Context: an optimization exercise on an open-source flow, tuned for small area, a short achievable clock period and few clock cycles per item. The choices shown serve that exercise and are no tape-out recipe.
Function was not checked in any run shown here: the RTL went through the layout flow alone.

**flow/run.sh**
```bash
#!/bin/bash
# synth_recipe.tcl (not shown) runs the flow's synth.tcl, then flattens the netlist and writes it again
# the make line also repeats each setting of config.mk as NAME=value (left out here)
make -C /OpenROAD-flow-scripts/flow DESIGN_CONFIG=/design/flow/config.mk WORK_HOME=/design/flow/orfs CLKGATE_MAP_FILE= SYNTH_SCRIPT=/design/flow/synth_recipe.tcl finish
```
**flow/config.mk**
```make
export PLATFORM = sky130hd
export DESIGN_NAME = dit_fft_8
export DESIGN_NICKNAME = dit_fft_8
export VERILOG_FILES = /design/flow/design.v
export SDC_FILE = /design/flow/constraint.sdc
export NUM_CORES = 4
export LEC_CHECK = 0
export CAP_MARGIN = 20
export CORE_MARGIN = 2
export CORE_UTILIZATION = 65
export PLACE_DENSITY = 0.72
export SLEW_MARGIN = 20
```
**flow/constraint.sdc**
```tcl
create_clock -name core_clock -period 11.0 [get_ports {clk}]
set_input_delay 2.2000 -clock core_clock [delete_from_list [all_inputs] [get_ports {clk}]]
set_output_delay 2.2000 -clock core_clock [all_outputs]
set_load 0.01 [all_outputs]
```
**flow/design.v**
```verilog
package dit_fft_8_pkg;
    localparam int W    = 16;    
    localparam int FRAC = 8;     
    localparam int TW   = 181;   
    localparam int IW   = 20;
    typedef logic signed [IW-1:0] work_t;
    typedef logic        [W-1:0]  sample_t;
    typedef enum logic [2:0] {IDLE, LOAD, S1, S2, S3, DONE} state_t;
    typedef enum logic [1:0] {TW_W0, TW_W1, TW_W2, TW_W3} tw_sel_t;
    function automatic logic [2:0] bit_rev(input logic [2:0] i);
        bit_rev = {i[0], i[1], i[2]};
    endfunction
    function automatic work_t sm_to_tc(input sample_t sm);
        work_t mag;
        mag = work_t'({{(IW-W+1){1'b0}}, sm[W-2:0]});
        sm_to_tc = sm[W-1] ? -mag : mag;
    endfunction
    function automatic sample_t tc_to_sm(input work_t v);
        logic [IW-1:0] mag;
        mag = v[IW-1] ? -v : v;
        if (|mag[IW-1:W-1])
            tc_to_sm = {v[IW-1], {(W-1){1'b1}}};
        else
            tc_to_sm = {v[IW-1], mag[W-2:0]};
    endfunction
endpackage
module fft_tw_prod (
    input  logic signed [17:0] b,
    output logic        [19:0] uh,
    output logic        [19:0] vh,
    output logic               c
);
    logic [27:0] t7, t5, t4, t2, t0, s1, k1, s2, k2, u, v;
    logic [8:0]  lo;
    assign t0 = 28'($signed(b));
    assign t2 = t0 << 2;
    assign t4 = t0 << 4;
    assign t5 = t0 << 5;
    assign t7 = t0 << 7;
    assign s1 = t7 ^ t5 ^ t4;
    assign k1 = ((t7 & t5) | (t7 & t4) | (t5 & t4)) << 1;
    assign s2 = s1 ^ k1 ^ t2;
    assign k2 = ((s1 & k1) | (s1 & t2) | (k1 & t2)) << 1;
    assign u  = s2 ^ k2 ^ t0;
    assign v  = ((s2 & k2) | (s2 & t0) | (k2 & t0)) << 1;
    assign lo = {1'b0, u[7:0]} + {1'b0, v[7:0]};
    assign uh = u[27:8];
    assign vh = v[27:8];
    assign c  = lo[8];
endmodule
module fft_tw_sum (
    input  logic [19:0] x,
    input  logic [19:0] y,
    input  logic [19:0] z,
    input  logic [19:0] w,
    input  logic        ca,
    input  logic        cb,
    output logic [19:0] s,
    output logic [19:0] k
);
    logic [19:0] s1, k1;
    assign s1 = x ^ y ^ z;
    assign k1 = {((x[18:0] & y[18:0]) | (x[18:0] & z[18:0]) | (y[18:0] & z[18:0])), ca};
    assign s  = s1 ^ k1 ^ w;
    assign k  = {((s1[18:0] & k1[18:0]) | (s1[18:0] & w[18:0]) | (k1[18:0] & w[18:0])), cb};
endmodule
module dit_fft_8 (
    input  logic         clk,
    input  logic         RST_N,
    input  logic         write,
    input  logic         start,
    input  logic [dit_fft_8_pkg::W-1:0] in0_r, in1_r, in2_r, in3_r, in4_r, in5_r, in6_r, in7_r,
    input  logic [dit_fft_8_pkg::W-1:0] in0_i, in1_i, in2_i, in3_i, in4_i, in5_i, in6_i, in7_i,
    output logic [dit_fft_8_pkg::W-1:0] out0_r, out1_r, out2_r, out3_r, out4_r, out5_r, out6_r, out7_r,
    output logic [dit_fft_8_pkg::W-1:0] out0_i, out1_i, out2_i, out3_i, out4_i, out5_i, out6_i, out7_i,
    output logic         ready
);
    logic                    start_q, launch, busy;
    logic [7:0][15:0]        in_r, in_i, res_r, res_i;
    logic [7:0][15:0]        yp_r, yp_i;      
    logic [7:0]              sg_r, sg_i;      
    logic [7:0]              ng_r, ng_i;      
    logic [7:0][16:0]        a_r, a_i;        
    logic [7:0][16:0]        frm_r, frm_i;    
    logic [7:0][19:0]        x_r, x_i;        
    logic [7:0][19:0]        res_tr, res_ti;  
    assign in_r = {in7_r, in6_r, in5_r, in4_r, in3_r, in2_r, in1_r, in0_r};
    assign in_i = {in7_i, in6_i, in5_i, in4_i, in3_i, in2_i, in1_i, in0_i};
    assign {out7_r, out6_r, out5_r, out4_r, out3_r, out2_r, out1_r, out0_r} = res_r;
    assign {out7_i, out6_i, out5_i, out4_i, out3_i, out2_i, out1_i, out0_i} = res_i;
    assign launch = start & ~start_q;
    always_ff @(posedge clk or posedge RST_N) begin
        if (RST_N) start_q <= 1'b0;
        else       start_q <= start;
    end
    always_comb begin
        for (int n = 0; n < 8; n++) begin
            sg_r[n] = in_r[n][15];
            sg_i[n] = in_i[n][15];
            ng_r[n] = ~in_r[n][15];
            ng_i[n] = ~in_i[n][15];
            yp_r[n] = {in_r[n][15], in_r[n][14:0] ^ {15{in_r[n][15]}}};
            yp_i[n] = {in_i[n][15], in_i[n][14:0] ^ {15{in_i[n][15]}}};
        end
    end
    for (genvar k = 0; k < 4; k++) begin : g_s1
        localparam int NA = (k == 0) ? 0 : (k == 1) ? 2 : (k == 2) ? 1 : 3;
        localparam int NB = NA + 4;
        logic signed [16:0] pa_r, pb_r, pa_i, pb_i;
        logic        [1:0]  ss_r, ss_i, sd_r, sd_i;
        assign pa_r = $signed(yp_r[NA]);
        assign pb_r = $signed(yp_r[NB]);
        assign pa_i = $signed(yp_i[NA]);
        assign pb_i = $signed(yp_i[NB]);
        assign ss_r = {1'b0, sg_r[NA]} + {1'b0, sg_r[NB]};
        assign ss_i = {1'b0, sg_i[NA]} + {1'b0, sg_i[NB]};
        assign sd_r = {1'b0, sg_r[NA]} + {1'b0, ng_r[NB]};
        assign sd_i = {1'b0, sg_i[NA]} + {1'b0, ng_i[NB]};
        assign a_r[2*k]   = pa_r + pb_r + 17'(ss_r);
        assign a_i[2*k]   = pa_i + pb_i + 17'(ss_i);
        assign a_r[2*k+1] = pa_r + ~pb_r + 17'(sd_r);
        assign a_i[2*k+1] = pa_i + ~pb_i + 17'(sd_i);
    end
    always_ff @(posedge clk or posedge RST_N) begin
        if (RST_N) begin
            frm_r <= '0;
            frm_i <= '0;
        end else if (write) begin
            frm_r <= a_r;
            frm_i <= a_i;
        end
    end
    logic signed [19:0] a0r, a0i, a2r, a2i, a4r, a4i, a6r, a6i;
    assign a0r = 20'($signed(frm_r[0]));  assign a0i = 20'($signed(frm_i[0]));
    assign a2r = 20'($signed(frm_r[2]));  assign a2i = 20'($signed(frm_i[2]));
    assign a4r = 20'($signed(frm_r[4]));  assign a4i = 20'($signed(frm_i[4]));
    assign a6r = 20'($signed(frm_r[6]));  assign a6i = 20'($signed(frm_i[6]));
    assign x_r[0] = a0r + a2r + a4r + a6r;  assign x_i[0] = a0i + a2i + a4i + a6i;
    assign x_r[4] = a0r + a2r - a4r - a6r;  assign x_i[4] = a0i + a2i - a4i - a6i;
    assign x_r[2] = a0r - a2r + a4i - a6i;  assign x_i[2] = a0i - a2i - a4r + a6r;
    assign x_r[6] = a0r - a2r - a4i + a6i;  assign x_i[6] = a0i - a2i + a4r - a6r;
    logic signed [17:0] b1r, b1i, b3r, b3i, b5r, b5i, b7r, b7i;
    assign b1r = $signed(frm_r[1]) + $signed(frm_i[3]);
    assign b1i = $signed(frm_i[1]) - $signed(frm_r[3]);
    assign b3r = $signed(frm_r[1]) - $signed(frm_i[3]);
    assign b3i = $signed(frm_i[1]) + $signed(frm_r[3]);
    assign b5r = $signed(frm_r[5]) + $signed(frm_i[7]);
    assign b5i = $signed(frm_i[5]) - $signed(frm_r[7]);
    assign b7r = $signed(frm_r[5]) - $signed(frm_i[7]);
    assign b7i = $signed(frm_i[5]) + $signed(frm_r[7]);
    logic [19:0] u5r, v5r, u5i, v5i, u7r, v7r, u7i, v7i;
    logic        c5r, c5i, c7r, c7i;
    fft_tw_prod u_p5r (.b(b5r), .uh(u5r), .vh(v5r), .c(c5r));
    fft_tw_prod u_p5i (.b(b5i), .uh(u5i), .vh(v5i), .c(c5i));
    fft_tw_prod u_p7r (.b(b7r), .uh(u7r), .vh(v7r), .c(c7r));
    fft_tw_prod u_p7i (.b(b7i), .uh(u7i), .vh(v7i), .c(c7i));
    logic [19:0] s5s, k5s, s5d, k5d, s7s, k7s, s7d, k7d;
    fft_tw_sum u_t5s (.x(u5r), .y(v5r), .z(u5i), .w(v5i), .ca(c5r), .cb(c5i), .s(s5s), .k(k5s));
    fft_tw_sum u_t5d (.x(~u5r), .y(~v5r), .z(u5i), .w(v5i), .ca(~c5r), .cb(c5i), .s(s5d), .k(k5d));
    fft_tw_sum u_t7s (.x(u7r), .y(v7r), .z(u7i), .w(v7i), .ca(c7r), .cb(c7i), .s(s7s), .k(k7s));
    fft_tw_sum u_t7d (.x(~u7r), .y(~v7r), .z(u7i), .w(v7i), .ca(~c7r), .cb(c7i), .s(s7d), .k(k7d));
    logic signed [19:0] e1r, e1i, e3r, e3i;
    assign e1r = 20'(b1r);  assign e1i = 20'(b1i);
    assign e3r = 20'(b3r);  assign e3i = 20'(b3i);
    assign x_r[1] = e1r + s5s + k5s;
    assign x_r[5] = e1r - s5s - k5s;
    assign x_i[1] = e1i + s5d + k5d + 20'd1;
    assign x_i[5] = e1i - s5d - k5d - 20'd1;
    assign x_r[3] = e3r + s7d + k7d + 20'd1;
    assign x_r[7] = e3r - s7d - k7d - 20'd1;
    assign x_i[3] = e3i - s7s - k7s;
    assign x_i[7] = e3i + s7s + k7s;
    always_ff @(posedge clk) begin
        res_tr <= x_r;
        res_ti <= x_i;
    end
    always_comb begin
        for (int i = 0; i < 8; i++) begin
            res_r[i] = dit_fft_8_pkg::tc_to_sm(res_tr[i]);
            res_i[i] = dit_fft_8_pkg::tc_to_sm(res_ti[i]);
        end
    end
    always_ff @(posedge clk or posedge RST_N) begin
        if (RST_N) begin
            busy  <= 1'b0;
            ready <= 1'b0;
        end else begin
            busy  <= launch;
            if (busy)                  ready <= 1'b1;
            else if (launch || write)  ready <= 1'b0;
        end
    end
endmodule
```
==> results.yml, run 1 <==
outcome:
  status: "finished clean"
setup_path:
  cp.required_ns: 11.59
  crit_fanout: 9
  cp.depth: 25
  reg2reg_slack_ns: 2.06
  startpoint: "frm_i[91]$_DFFE_PP0P_"
  reg2reg_to: "res_tr[78]$_DFF_P_"
  path_common_cell: "fa_1"
  slowest_stage: "xor2_1"
  worstSetupEndpoint: "res_tr[78]$_DFF_P_"
  r2r_cells: 25
  crit_buf_inv: 5
  crit_path_start_kind: "flop"
  path_delay_family: "adder cells"
  max_stage_delay_ns: 0.80
  cp.arrival_ns: 9.53
  crit_type: "flop to flop"
  timing.rr.start: "frm_i[91]$_DFFE_PP0P_"
  cp-end-kind: "flop"
yosys:
  synth.distinct_cells: 96
  async_flop_share: 0.465
  seq_area_frac_synth: 0.166
  yosys-top-cells-area: "ha_1 17%, fa_1 16%, dfrtp_1 8.6%, dfxtp_1 8.0%, inv_1 6.7%"
  synth.top_cell.area_share: 0.174
  ys.flop_type: "dfxtp_1"
  syn_nets: 11200
  synth_warnings: 1
  synth_top_area_cell: "ha_1"
  netlist_instances: 9193
  synth_area_sq_mm: 0.0796
  syn_area_per_cell_sq_um: 8.65
  ys_ff_latch: 592
  synth_edf_count: 0
cts:
  cts_tree: "built"
  clock_sinks: 592
  ctsResizeCount: 0
  cts_buffer_depth: 3
  clk_latency_ns: 0.70
  ctsHoldBuffers: 0
  htreeDepth: 3
  post_cts_buffers: 0
  clk_transition_reported_paths_ns: 0.07
  numCtsBuffers: 72
  ctsRootBufferMaster: "clkbuf_16"
layout:
  fin_nets: 11600
  fill_cells: 9302
  final_common_cell: "inv_1"
  synthToLayoutAreaGrowth_pct: 11.6
  layout-drive-gt1-share: 0.0344
  fin_cells: 11300
  final_cell_mix: "1,426 x inv_1, 1,104 x ha_1, 720 x nand2_1"
worst_hold_path:
  worst_hold_path_type: "flop to flop"
  hold_depth: 1
placed_design:
  gp_congestion: 1.03
  io_buffer_count: 516
  placed_cells: 11200
  post-dp-hpwl_mm: 209
  place_ws_ns: 2.29
drt:
  drc: 0
  route.vias.total: 66900
  dr.pass1.iters: 6
  ant_nets: 0
  wl_per_cell_um: 21.7
  drt_iter0_drc: 5505
  via_per_inst: 5.92
  wirelength_mm: 246
global_route:
  grt_pass1_wl_mm: 375
  antenna_found_initial: 5
  grt_pass1_vias: 66200
  grt_max_degree: 191
  grt_usage: 0.386
  grt_overflow_total: 0
floorplan:
  io_pins: 517
  core_sq_mm: 0.122
  die-area_sq_mm: 0.125
  rows: 128
  die_y_um: 354
  die_x_um: 354
  initial_core_util: 0.655
run:
  cap_viol_max_count: 0
timing:
  fmax_ghz: 0.112
  hold_viol: 0
  grt_setup_unrepaired: "false"
  slew_viol_final: 0
  worst_slew_pin_slew_ns: 1.23
  maxSlewHeadroom: 0.176
  fin_crit_ns: 8.94
  period_share: 0.813
  setup_ws_ns: 2.06
  fin_skew_ns: 0.0288
  finalSetupViolCount: 0
  holdWs_ns: 0.410
  finalSetupTns_ns: 0
## how the worst min path moves through the flow
stage                            startpoint             end
after global routing      start_q$_DFF_PP0_  busy$_DFF_PP0_
after global placement    start_q$_DFF_PP0_  busy$_DFF_PP0_
after floorplan           start_q$_DFF_PP0_  busy$_DFF_PP0_
final                     start_q$_DFF_PP0_  busy$_DFF_PP0_
after detailed placement  start_q$_DFF_PP0_  busy$_DFF_PP0_
after CTS                 start_q$_DFF_PP0_  busy$_DFF_PP0_
## flip-flops by register name (all words and copies together), names as in the netlist
signal and cells:
res_ti 159, res_tr 158, frm_i 136, frm_r 136, busy 1, ready 1, start_q 1
## synth_stat cells (all sizes together) (28+ instances only)
cell type  count
ha          1104
xor2         559
o21bai        72
o211ai        50
nand3        137
nor4          39
o31ai        114
mux2          76
a21o         172
o21a          84
inv         1430
dfxtp        317
a21oi        419
o22ai         34
nand2        721
or2           34
a211oi        62
mux2i         47
a31oi         64
buf           53
or3          109
xnor2        565
nor3         245
a21boi        28
o21ai        457
or4           45
and3          57
dfrtp        275
nor2b        101
nor2         442
fa           632
nand2b        92
clkbuf       138
o41ai         43
## cell families (layout without fill, tap and decap cells)
family                   count (synthesis)  after routing  share of synthesized area
buffers and inverters                 1624           2106                     0.0778
other                                    0              2                          0
flip-flops                             592            592                      0.166
adder cells (fa/ha/maj)               1755           1755                      0.335
AO/OA/AOI/OAI                         1842           1842                      0.152
multiplexers                           123            123                     0.0167
AND/OR/NAND/NOR                       2129           2129                      0.127
XOR/XNOR                              1128           1128                      0.125
## layout make-up
| type | instances | area (sq um) | area share |
|---|---|---|---|
| diodes | 2 | 5.00 | 0.0000564 |
| clock buffers | 94 | 2020 | 0.0227 |
| clock inverters | 37 | 531 | 0.00597 |
| inverters | 1433 | 5390 | 0.0607 |
| multi-input cells | 6977 | 60200 | 0.678 |
| flip-flops and latches | 592 | 13200 | 0.149 |
| well taps | 1625 | 2030 | 0.0229 |
| repair buffers | 542 | 5380 | 0.0606 |
## through the flow
| stage | instance area (sq um) | utilization |
|---|---|---|
| 5_1_grt | 88800 | 0.730 |
| 2_1_floorplan | 79600 | - |
| 6_report | 88800 | 0.730 |
| 3_5_place_dp | 86200 | 0.709 |
| 3_3_place_gp | 86200 | 0.709 |
| 4_1_cts | 88700 | 0.730 |
## metal layers
| layer | global-route usage | vias up | share of wire |
|---|---|---|---|
| li1 | - | 31500 | - |
| met5 | 0 | - | 0.000090 |
| met3 | 0.0666 | 607 | 0.075 |
| met1 | 0.482 | 32400 | 0.40 |
| met2 | 0.622 | 2494 | 0.45 |
| met4 | 0.239 | 4 | 0.071 |
==> run 2, diff against run 1 <==
--- a/flow/config.mk
+++ b/flow/config.mk
@@ -5,6 +5,7 @@
 export SDC_FILE = /design/flow/constraint.sdc
 export NUM_CORES = 4
 export LEC_CHECK = 0
+export ABC_AREA = 1
 export CAP_MARGIN = 20
 export CORE_MARGIN = 2
 export CORE_UTILIZATION = 65
==> run 2 against run 1 <==
- non-clock buffer count decreased by 10
- area after synthesis increased by 3.2%
- via count increased by 12%
- register-to-register slack improved by 0.98 ns
- critical endpoint is now res_ti[37]$_DFF_P_
- sequential share of layout area decreased by 0.36 points
- clock-buffer cell count decreased by 4
==> results.yml, run 2 <==
yosys:
  synth_xor_area_frac: 0.121
  syn_area_per_cell_sq_um: 7.66
  synth_top_area_cell: "ha_1"
  synth_area_sq_mm: 0.0821
  synth_top_family_by_area: "adder cells"
  yosys-top-cells-count: "1,942 x nand2_1, 1,898 x inv_1, 1,104 x ha_1"
  synth_edf_count: 0
  synth_warnings: 1
  async_flop_share: 0.465
  yosys-top-cells-area: "ha_1 17%, fa_1 15%, nand2_1 8.9%, inv_1 8.7%, xor2_1 8.6%"
  ys.flop_type: "dfxtp_1"
  seq_area_frac_synth: 0.161
  muxShareOfSynthArea: 0
  syn_nets: 12700
  yosysMostFrequentCell: "nand2_1"
  ys_ff_latch: 592
  netlist_instances: 10700
  yosys.area_share.adder: 0.322
  yosys.area_share.simple: 0.164
  synth_compound_area_frac: 0.133
  synth.top_cell.area_share: 0.168
  synth.distinct_cells: 71
timing:
  grt_setup_unrepaired: "false"
  fin_crit_ns: 7.96
  finalSetupTns_ns: 0
  setup_ws_ns: 3.04
  period_share: 0.724
  slew_viol_final: 0
  worst_slew_pin_slew_ns: 1.23
  fin_skew_ns: 0.0317
  maxSlewHeadroom: 0.177
  finalSetupViolCount: 0
  hold_viol: 0
  fmax_ghz: 0.126
global_route:
  grt_usage: 0.413
  grt_max_degree: 169
  grt_overflow_total: 0
  grt_pass1_vias: 74300
  grt_pass1_wl_mm: 418
  antenna_found_initial: 15
run:
  cap_viol_max_count: 0
drt:
  ant_nets: 0
  route.vias.total: 75100
  wirelength_mm: 272
  via_per_inst: 5.85
  dr.pass1.iters: 9
  drt_iter0_drc: 7046
  wl_per_cell_um: 21.2
  drc: 0
placed_design:
  post-dp-hpwl_mm: 232
  placed_cells: 12700
  io_buffer_count: 516
  placed_cell_area_sq_mm: 0.0885
  place_ws_ns: 3.17
  gp_congestion: 1.07
setup_path:
  crit_path_start_kind: "flop"
  r2r_cells: 29
  reg2reg_slack_ns: 3.04
  crit_type: "flop to flop"
  max_stage_delay_ns: 0.68
  path_common_cell: "fa_1"
  reg2reg_to: "res_ti[37]$_DFF_P_"
  cp.arrival_ns: 8.52
  cp-end-kind: "flop"
  timing.rr.start: "frm_r[121]$_DFFE_PP0P_"
  slowest_stage: "xor2_1"
  crit_fanout: 8
  cp.required_ns: 11.56
floorplan:
  die_x_um: 359
  rows: 130
  die_y_um: 359
  initial_core_util: 0.655
  die-area_sq_mm: 0.129
  core_sq_mm: 0.125
  io_pins: 517
layout:
  final_common_cell: "nand2_1"
  layout-drive-gt1-share: 0.0240
  regMostFlops: "res_ti"
  final_cell_mix: "1,942 x nand2_1, 1,897 x inv_1, 1,104 x ha_1"
  fill_cells: 9806
  stdcell_area_sq_mm: 0.0910
  largest_reg_flops: 159
  fin_cells: 12800
  fin_nets: 13100
  reg_top3: "res_ti x159, res_tr x158"
  synthToLayoutAreaGrowth_pct: 10.8
cts:
  clk_transition_reported_paths_ns: 0.06
  numCtsBuffers: 69
  ctsHoldBuffers: 0
  clock_sinks: 592
  clk_latency_ns: 0.70
  post_cts_buffers: 0
  cts_tree: "built"
  ctsRootBufferMaster: "clkbuf_16"
  ctsResizeCount: 0
  htreeDepth: 3
  cts_buffer_depth: 3
outcome:
  status: "finished clean"
worst_hold_path:
  hold_depth: 1
  worst_hold_path_type: "flop to flop"
  min_from: "start_q$_DFF_PP0_"
  hold_end: "busy$_DFF_PP0_"
## run 2: cell types whose count changed in the layout (fill, tap and decap cells not counted), moves of 101 or more
cell,change
xnor2_1,-244
nand2_1,+1222
nor2_1,+156
or3_1,-109
nor3_1,-118
xor2_1,+246
nand3_1,+203
a21o_1,-126
nor2b_1,-101
inv_1,+471
a21oi_1,+354
o21ai_0,+137
## run 2: per-layer routing
layer  wire length [um]  GRT usage  vias up  part of all wire
li1                   -          -    34900                 -
met1             104000      0.500    35800              0.38
met2             125000      0.683     3553              0.46
met3              22300     0.0723      825             0.082
met4              20700      0.260       10             0.076
met5                 68          0        -           0.00025
## run 2: worst max-delay path by stage
stage                            from                 end  slack [ns]  depth (start not counted)
2_1_floorplan                   RST_N      busy$_DFF_PP0_        1.22                          1
3_3_place_gp   frm_r[121]$_DFFE_PP0P_  res_ti[37]$_DFF_P_        3.36                         27
3_5_place_dp   frm_r[121]$_DFFE_PP0P_  res_ti[37]$_DFF_P_        3.17                         29
4_1_cts        frm_r[121]$_DFFE_PP0P_  res_ti[37]$_DFF_P_        3.18                         29
5_1_grt        frm_r[121]$_DFFE_PP0P_  res_ti[37]$_DFF_P_        2.61                         27
6_report       frm_r[121]$_DFFE_PP0P_  res_ti[37]$_DFF_P_        3.04                         29
## run 2: logic make-up after synthesis
logic type	count (synthesis)
flip-flops	592
AO/OA/AOI/OAI	1901
adder cells (fa/ha/maj)	1736
XOR/XNOR	1126
buffers and inverters	2121
AND/OR/NAND/NOR	3241
## run 2: worst max-delay path: cells and delay by family (launching register included)
kind / cells / cell delay [ns]
compound gates: 8 / 1.56
buf+inv: 5 / 0.37
xor+xnor: 2 / 0.83
simple gates: 6 / 0.60
fa+ha+maj: 8 / 4.11
flops: 1 / 0.39
## run 2: cell type report
class	count	area, sq um	share of cell area
flip-flops and latches	592	13200	0.145
diodes	6	15.0	0.000165
well taps	1650	2060	0.0227
repair buffers	532	5300	0.0583
multi-input cells	8004	60700	0.667
clock buffers	90	1950	0.0214
clock inverters	36	475	0.00523
inverters	1920	7220	0.0794
## run 2: stage by stage
| stage | utilization | hold WS, ns |
|---|---|---|
| floorplan | - | 0.387 |
| global placement | 0.706 | 0.398 |
| detailed placement | 0.706 | 0.416 |
| CTS | 0.725 | 0.424 |
| global route | 0.725 | 0.463 |
| finish | 0.725 | 0.425 |

[what the ideal ports hide]
The results above use ideal ports. As a check the final layouts listed here were re-extracted and re-timed, cells and wires unchanged. Step 1, drivers: a clkbuf_16 drives clk and a buf_2 each remaining input, both assumed. Step 2 also shifts input and output timing later by t, the mid clock arrival at the registers, as if the neighbouring blocks saw the same clock. Slacks: ideal ports / drivers / drivers and shift; pairs: ideal ports / drivers.
run	t (ns)	setup WS [ns]	hold slack, ns
run 1	0.769	2.059 / 2.059 / 2.059	0.410 / 0.410 / 0.410
run 2	0.773	3.038 / 3.038 / 3.038	0.425 / 0.425 / 0.425
After both steps setup and hold are still met in every run listed.
